Background: an optimization exercise with open tools, aiming at small area, a short achievable clock period and few clock cycles per item. Do not read the settings as production practice.
For this run, only the layout was checked, not whether the RTL still works.
Power and IR drop assume default switching activity.

`flow/design.v`:
```
`timescale 1ns / 1ps
package tnmh_pkg;
  localparam int unsigned ValueW = 32;
  localparam int unsigned TimeW  = 64;
  localparam int unsigned EntryW = ValueW + TimeW;
endpackage
`timescale 1ns / 1ps
module tnmh_cell #(
  parameter int unsigned N = 32
) (
  input  logic [N-1:0] a,
  input  logic [N-1:0] b,
  output logic         lt,
  output logic         eq
);
  localparam int unsigned D = $clog2(N);
  localparam int unsigned P = 1 << D;
  logic [2*P-1:1] tl, te;
  for (genvar i = 0; i < P; i++) begin : g_leaf
    if (i < N) begin : g_bit
      assign tl[P+i] = !a[i] && b[i];
      assign te[P+i] = !(a[i] ^ b[i]);
    end else begin : g_pad
      assign tl[P+i] = 1'b0;
      assign te[P+i] = 1'b1;
    end
  end
  for (genvar n = 1; n < P; n++) begin : g_node
    assign tl[n] = tl[2*n+1] || (te[2*n+1] && tl[2*n]);
    assign te[n] = te[2*n+1] && te[2*n];
  end
  assign lt = tl[1];
  assign eq = te[1];
endmodule
`timescale 1ns / 1ps
module top_n_min_heap_tracker_top #(
  parameter int unsigned TOP_COUNT = 32
) (
  input  logic        clk,
  input  logic        rst_n,
  input  logic        in_valid,
  output logic        in_ready,
  input  logic [31:0] in_sample_value,
  input  logic [63:0] in_sample_time,
  output logic        out_valid,
  input  logic        out_ready,
  output logic        out_accepted,
  output logic [31:0] out_evicted_value,
  output logic [63:0] out_evicted_time,
  output logic [31:0] out_min_value,
  output logic [63:0] out_min_time
);
  localparam int unsigned W  = tnmh_pkg::EntryW;
  localparam int unsigned TW = tnmh_pkg::TimeW;
  localparam int unsigned NN = 32;
  logic [NN*W-1:0] nq;
  logic [NN:1]     nv;
  logic [NN*W-1:0] nwd;
  logic [NN:1]     nwe;
  logic [W-1:0] h_q;
  logic         h_v;
  logic [W-1:0] k_q;
  logic         k_v;
  logic         take;
  logic         h_load;
  logic [W-1:0] in_b;
  logic         o_v;
  logic         acc_q;
  logic [W-1:0] ev_q;
  logic [4:1]     tv;
  logic [4*4-1:0] tp;
  logic [4*W-1:0] ts;
  logic [4:1]     ntv;
  logic [4*4-1:0] ntp;
  logic [4*W-1:0] nts;
  logic fire;
  logic [W-1:0] root, r_l, r_r, r_c;
  logic         acc, r_sp, r_sw;
  logic         acc_lt, acc_eq, r_lt, r_eq, rc_lt, rc_eq;
  assign root = nq[0 +: W];
  assign r_l  = nq[1*W +: W] & {W{nv[2]}};
  assign r_r  = nq[2*W +: W] & {W{nv[3]}};
  tnmh_cell #(.N(W)) u_rc (.a({r_l[W-1:TW], ~r_l[TW-1:0]}), .b({r_r[W-1:TW], ~r_r[TW-1:0]}),
                           .lt(rc_lt), .eq(rc_eq));
  assign r_sp = !rc_lt;
  assign r_c  = r_sp ? r_r : r_l;
  tnmh_cell #(.N(W-TW)) u_acc (.a(h_q[W-1:TW]), .b(root[W-1:TW]), .lt(acc_lt), .eq(acc_eq));
  tnmh_cell #(.N(W-TW)) u_rsw (.a(h_q[W-1:TW]), .b(r_c[W-1:TW]), .lt(r_lt), .eq(r_eq));
  assign acc  = !acc_lt;
  assign r_sw = acc && !r_lt;
  assign fire = h_v && (!o_v || out_ready) && (!acc || !tv[1]);
  assign nwe[1]      = fire && acc;
  assign nwd[0 +: W] = r_sw ? r_c : h_q;
  assign ntv[1]      = fire && r_sw;
  assign ntp[0 +: 4] = {3'b000, r_sp};
  assign nts[0 +: W] = h_q;
  for (genvar k = 1; k <= 3; k++) begin : g_lvl
    localparam int unsigned B = 1 << k;
    logic [k-1:0] pos;
    logic [W-1:0] s, cl, cr, c, x;
    logic         sp, sw;
    logic         sw_lt, sw_eq, c_lt, c_eq;
    assign pos = tp[(k-1)*4 +: k];
    assign s   = ts[(k-1)*W +: W];
    always_comb begin
      cl = '0;
      cr = '0;
      for (int j = 0; j < B; j++) begin
        cl = cl | ({W{(pos == j) && nv[2*B + 2*j]}} & nq[(2*B + 2*j - 1)*W +: W]);
        cr = cr | ({W{(pos == j) && nv[2*B + 2*j + 1]}} & nq[(2*B + 2*j)*W +: W]);
      end
    end
    tnmh_cell #(.N(W)) u_c (.a({cl[W-1:TW], ~cl[TW-1:0]}), .b({cr[W-1:TW], ~cr[TW-1:0]}),
                            .lt(c_lt), .eq(c_eq));
    assign sp = !c_lt;
    assign c  = sp ? cr : cl;
    tnmh_cell #(.N(W-TW)) u_sw (.a(s[W-1:TW]), .b(c[W-1:TW]), .lt(sw_lt), .eq(sw_eq));
    assign sw = !sw_lt;
    assign x  = sw ? c : s;
    for (genvar j = 0; j < B; j++) begin : g_wr
      assign nwe[B + j]              = tv[k] && (pos == j);
      assign nwd[(B + j - 1)*W +: W] = x;
    end
    assign ntv[k+1]      = tv[k] && sw;
    assign ntp[k*4 +: 4] = 4'({pos, sp});
    assign nts[k*W +: W] = s;
  end
  logic [3:0]   l4_pos;
  logic [W-1:0] l4_s, l4_c, l4_x;
  logic         l4_sw, l4_sw_lt, l4_sw_eq;
  assign l4_pos = tp[12 +: 4];
  assign l4_s   = ts[3*W +: W];
  assign l4_c   = nq[31*W +: W] & {W{nv[32]}};
  tnmh_cell #(.N(W-TW)) u_sw4 (.a(l4_s[W-1:TW]), .b(l4_c[W-1:TW]), .lt(l4_sw_lt), .eq(l4_sw_eq));
  assign l4_sw  = (l4_pos == 4'd0) && !l4_sw_lt;
  assign l4_x   = l4_sw ? l4_c : l4_s;
  for (genvar j = 0; j < 16; j++) begin : g_wr4
    assign nwe[16 + j]              = tv[4] && (l4_pos == j);
    assign nwd[(16 + j - 1)*W +: W] = l4_x;
  end
  assign nwe[32]        = tv[4] && l4_sw;
  assign nwd[31*W +: W] = l4_s;
  always_ff @(posedge clk) begin
    if (!rst_n) nq[0 +: W] <= '0;
    else if (nwe[1]) nq[0 +: W] <= nwd[0 +: W];
  end
  assign nv[1] = 1'b1;
  for (genvar n = 2; n <= NN; n++) begin : g_node
    always_ff @(posedge clk) begin
      if (nwe[n]) nq[(n-1)*W +: W] <= nwd[(n-1)*W +: W];
      if (!rst_n) nv[n] <= 1'b0;
      else if (nwe[n]) nv[n] <= 1'b1;
    end
  end
  always_ff @(posedge clk) begin
    if (!rst_n) begin
      h_v <= 1'b0;
      k_v <= 1'b0;
      o_v <= 1'b0;
      tv  <= '0;
    end else begin
      if (h_load) h_v <= k_v || take;
      if (h_load) k_v <= 1'b0;
      else if (take) k_v <= 1'b1;
      if (fire) o_v <= 1'b1;
      else if (out_ready) o_v <= 1'b0;
      tv <= ntv;
    end
    if (h_load) h_q <= k_v ? k_q : in_b;
    if (take && !h_load) k_q <= in_b;
    if (fire) begin
      acc_q <= acc;
      ev_q  <= acc ? {~root[W-1], root[W-2:0]} : '0;
    end
    tp <= ntp;
    ts <= nts;
  end
  assign in_b              = {~in_sample_value[31], in_sample_value[30:0], in_sample_time};
  assign take              = in_valid && !k_v;
  assign h_load            = !h_v || fire;
  assign in_ready          = !k_v;
  assign out_valid         = o_v;
  assign out_accepted      = acc_q;
  assign out_evicted_value = ev_q[W-1:TW];
  assign out_evicted_time  = ev_q[TW-1:0];
  assign out_min_value     = {~root[W-1], root[W-2:TW]};
  assign out_min_time      = root[TW-1:0];
endmodule
```
`flow/flow/run.sh`:
```
#!/bin/bash
bash standard.sh > standard.log 2>&1
```
`flow/standard.sh`:
```
#!/bin/bash
# synth_recipe.tcl (not shown) runs the flow's synth.tcl, then flattens the netlist and writes it again
# the make line also repeats each setting of config.mk as NAME=value (left out here)
make -C /OpenROAD-flow-scripts/flow DESIGN_CONFIG=/design/flow/config.mk WORK_HOME=/design/flow/orfs CLKGATE_MAP_FILE= SYNTH_SCRIPT=/design/flow/synth_recipe.tcl "${@:-finish}"
```
`flow/config.mk`:
```
export PLATFORM = sky130hd
export DESIGN_NAME = top_n_min_heap_tracker_top
export DESIGN_NICKNAME = top_n_min_heap_tracker_top
export VERILOG_FILES = /design/flow/design.v
export SDC_FILE = /design/flow/constraint.sdc
export NUM_CORES = 4
export LEC_CHECK = 0
export ABC_CLOCK_PERIOD_IN_PS = 3000
export CAP_MARGIN = 20
export CORE_MARGIN = 2
export CORE_UTILIZATION = 40
export SETUP_SLACK_MARGIN = 5
export SLEW_MARGIN = 20
```
`flow/constraint.sdc`:
```
create_clock -name core_clock -period 11.0 [get_ports {clk}]
set_input_delay 2.2000 -clock core_clock [delete_from_list [all_inputs] [get_ports {clk}]]
set_output_delay 2.2000 -clock core_clock [all_outputs]
set_load 0.01 [all_outputs]
```
==> results.py <==
metrics = {
    "clock_tree": {
        "root_buffer": "clkbuf_16",
        "clockBufferDepth": 4,
        "h-tree-depth": 5,
        "cts_sinks": 3793,
        "hold_buffers": 0,
        "numCtsBuffers": 375,
        "clk_pin_slew_ps": 70,
        "cts_tree": "built",
        "insertion_delay_ps": 980,
    },
    "route": {
        "first_pass_iters": 7,
        "drt-vias-per-instance": 5.96,
        "route.detailed.drc": 0,
        "drt-initial-drc-count": 13600,
        "drt-wirelength-per-cell_um": 30.7,
        "ant_nets": 0,
        "via_count": 94600,
        "drt_wl_total_um": 487000,
    },
    "critical_path": {
        "path_max_fanout": 8,
        "cpMostUsedCell": "buf_12",
        "slowest_delay_ps": 650,
        "r2r-start": "nv[26]$_SDFFE_PN0P_",
        "cp-start-kind": "flop",
        "reg2reg_depth": 34,
        "critical_path_required_ps": 11680,
        "critPathSlowestCell": "dfxtp_1",
        "critical_path_class": "flop to flop",
        "worstSetupEndpointType": "flop",
        "r2r_end": "nq[1439]$_DFFE_PP_",
        "reg2reg_slack_ps": 3610,
        "cp.arrival_ps": 8060,
    },
    "finish": {
        "final_util_pct": 49.4,
        "nets": 11200,
        "fill_cells": 30600,
        "fin_cells": 15900,
        "area_growth_pct": 22.8,
        "layout-drive-gt1-share_pct": 20.6,
    },
    "floorplan": {
        "initial_core_util_pct": 40.2,
        "core_um2": 373000,
        "rows": 224,
        "die_h_um": 616,
        "io_pins": 295,
        "die_w_um": 616,
        "dieArea_um2": 380000,
    },
    "timing": {
        "worst_pin_slew_ps": 1180,
        "fin_ws_ps": 3610,
        "rsz0062_at_grt": "true",
        "post-route-min-period_ps": 7390,
        "slew_headroom_pct": 21.1,
        "tns_ps": 0,
        "min_period_over_period_pct": 67.2,
        "fmax_ghz": 0.135,
        "finalClockSkew_ps": 56.3,
        "setup_violations": 0,
        "slew_viol_final": 0,
        "hold_viol_final": 0,
    },
    "synth": {
        "synth-simple-area-share_pct": 6.06,
        "synth-seq-area-share_pct": 72.4,
        "synth_nets": 10400,
        "synth_cell_type_count": 76,
        "ys_ff_latch": 3793,
        "synthTopCellsByCount": "edfxtp_1, a22oi_1, ha_1, dfxtp_1, nand2_1",
        "yosysTopAreaCell": "edfxtp_1",
        "synth_top_family_by_area": "compound AO/OA/AOI/OAI gates",
        "yosys_warnings": 1,
        "synthCells": 9718,
        "async_reset_ff_share_pct": 0,
        "synth.area.top_cells": "edfxtp_1, dfxtp_1, a22oi_1",
        "synth_most_common_cell": "edfxtp_1",
        "synth_area_per_cell_um2": 15.4,
        "synthAdderAreaFrac_pct": 4.72,
        "synthFlopType": "edfxtp_1",
        "synth_area_um2": 150000,
        "synth_compound_area_share_pct": 11.1,
        "synth_edf_count": 3265,
        "synth_xor_area_share_pct": 0,
        "synth_mux_area_share_pct": 3.35,
        "synth_top_area_share_pct": 65.4,
    },
    "power": {
        "power_density_nw_per_um2": 221,
        "ir_worst_vdd_uv": 236,
        "power_frac_comb_pct": 23.6,
        "p_sw_share_pct": 28.4,
        "power.share.sequential_pct": 43.7,
        "p_sw_mw": 11.6,
        "p_clk_share_pct": 32.7,
        "total_power_mw": 40.8,
        "power_leakage_nw": 65.4,
        "p_int_mw": 29.2,
    },
    "placed_design": {
        "gp_congestion": 0.854,
        "placed_cells": 14600,
        "io_buffers": 294,
        "pre_cts_ws_ps": 2250,
        "dp_hpwl_um": 251000,
    },
    "status": {
        "status": "timing/DRC/antenna clean",
    },
    "worst_hold_path": {
        "min_delay_worst_endpoint": "ts[201]$_DFF_P_",
        "worstHoldPathCells": 0,
        "hold_class": "flop to flop",
        "min_from": "ts[105]$_DFF_P_",
    },
    "global_routing": {
        "grt_pass1_wl_um": 680000,
        "grt_max_degree": 98,
        "grt_pass1_vias": 92000,
        "antenna_found_initial": 21,
        "grtUsageTotal_pct": 24.7,
        "grt_overflow": 0,
    },
    "job": {
        "cap_violations": 0,
    },
}
## power groups by stage
| stage | sequential (mW) | clock, mW | combinational, mW |
|---|---|---|---|
| after floorplan | 17.9 | 0 | 4.21 |
| after global placement | 18.1 | 0 | 6.30 |
| after detailed placement | 18.1 | 0 | 6.55 |
| after CTS | 17.8 | 13.5 | 9.18 |
| after global routing | 17.8 | 14.0 | 10.1 |
| final | 17.8 | 13.3 | 9.64 |
## critical path: cells and delay by family, from the launching register on
family	cells	cell delay, ps
AO/OA/AOI/OAI	10	1700
AND/OR/NAND/NOR	11	2390
buffers and inverters	10	1500
flip-flops	1	650
adder cells (fa/ha/maj)	2	450
multiplexers	1	350
## per-stage QoR
stage	area, um^2	hold WS, ps
2_1_floorplan	151000	326
3_5_place_dp	159000	338
3_3_place_gp	159000	340
4_1_cts	183000	349
5_1_grt	184000	361
6_report	184000	346
## final cells by class
type	count	area (um^2)	area share, %
diodes	7	17.5	0.00951
flip-flops and latches	3793	109000	59.0
clock buffers	491	10500	5.71
repair buffers	1069	14100	7.66
inverters	206	792	0.430
well taps	4972	6220	3.38
multi-input cells	5114	41600	22.6
clock inverters	214	2380	1.29
## cells in the final DEF, fill, tap and decap left out, types with 224 or more instances in the layout
master and instances:
edfxtp_1 3265, clkbuf_16 405, buf_4 407, a22oi_1 972
clkdlybuf4s50_1 294, nor2_1 318, a21oi_1 310, nand2_1 479
mux2_2 224, dfxtp_1 512, ha_1 540
## worst max path at each step
stage | cells past startpoint | startpoint | endpoint
floorplan | 4 | out_ready | k_q[0]$_DFFE_PP_
global placement | 22 | tp[0]$_DFF_P_ | nq[110]$_DFFE_PP_
detailed placement | 26 | tp[9]$_DFF_P_ | nq[1361]$_DFFE_PP_
CTS | 35 | tp[8]$_DFF_P_ | nq[1183]$_DFFE_PP_
global route | 37 | tp[9]$_DFF_P_ | nq[1080]$_DFFE_PP_
finish | 34 | nv[26]$_SDFFE_PN0P_ | nq[1439]$_DFFE_PP_
## layer usage
metal / track usage (%) / routed length [um]
met3: 4.78 / 50700
met5: 0 / 79
met4: 10.1 / 22200
met2: 39.1 / 222000
met1: 33.4 / 192000
## repair_timing
item | in CTS | in global routing
buffers inserted | 338 | 71
endpoints found under the setup margin | 1444 | 1444
resized for setup | 784 | 164
pin swaps | 202 | 133
gates cloned | 150 | 12
## flip-flops by register name, summed over array words and instances (netlist names), 4 cells and up
register  count
nq         3072
ts          384
ev_q         96
h_q          96
k_q          96
nv           31
tp           10
tv            4
## logic make-up after synthesis
family / after synthesis
buffers and inverters: 838
multiplexers: 449
adder cells (fa/ha/maj): 566
AND/OR/NAND/NOR: 1763
flip-flops: 3793
AO/OA/AOI/OAI: 2309

==> static timing again, ports no longer ideal <==
How much do the figures lean on ideal ports? The routed layout below was timed once more, with nothing changed but the port constraints.
Step 1 (the two cells are an assumption about what drives the block):
set clk [get_ports {clk}]
set_driving_cell -lib_cell sky130_fd_sc_hd__clkbuf_16 $clk
set_driving_cell -lib_cell sky130_fd_sc_hd__buf_2 [delete_from_list [all_inputs] $clk]
Step 2 also shifts input and output timing later by t, the mid clock arrival at the registers, as if the neighbouring blocks saw the same clock.
Three values: ideal ports, drivers, drivers and shift; two values: the first two.
t (ns): 1.056
setup WS [ns]: 3.613 / 3.613 / 3.613
worst hold slack (ns): 0.346 / 0.346 / 0.346
worst slew at a driven data input, ns: 0.08
pins driven straight from the clock port: 1
After both steps setup and hold are still met in this run. For this run, drivers alone change the setup slack by 0.000 ns; drivers and shift together by 0.000 ns.
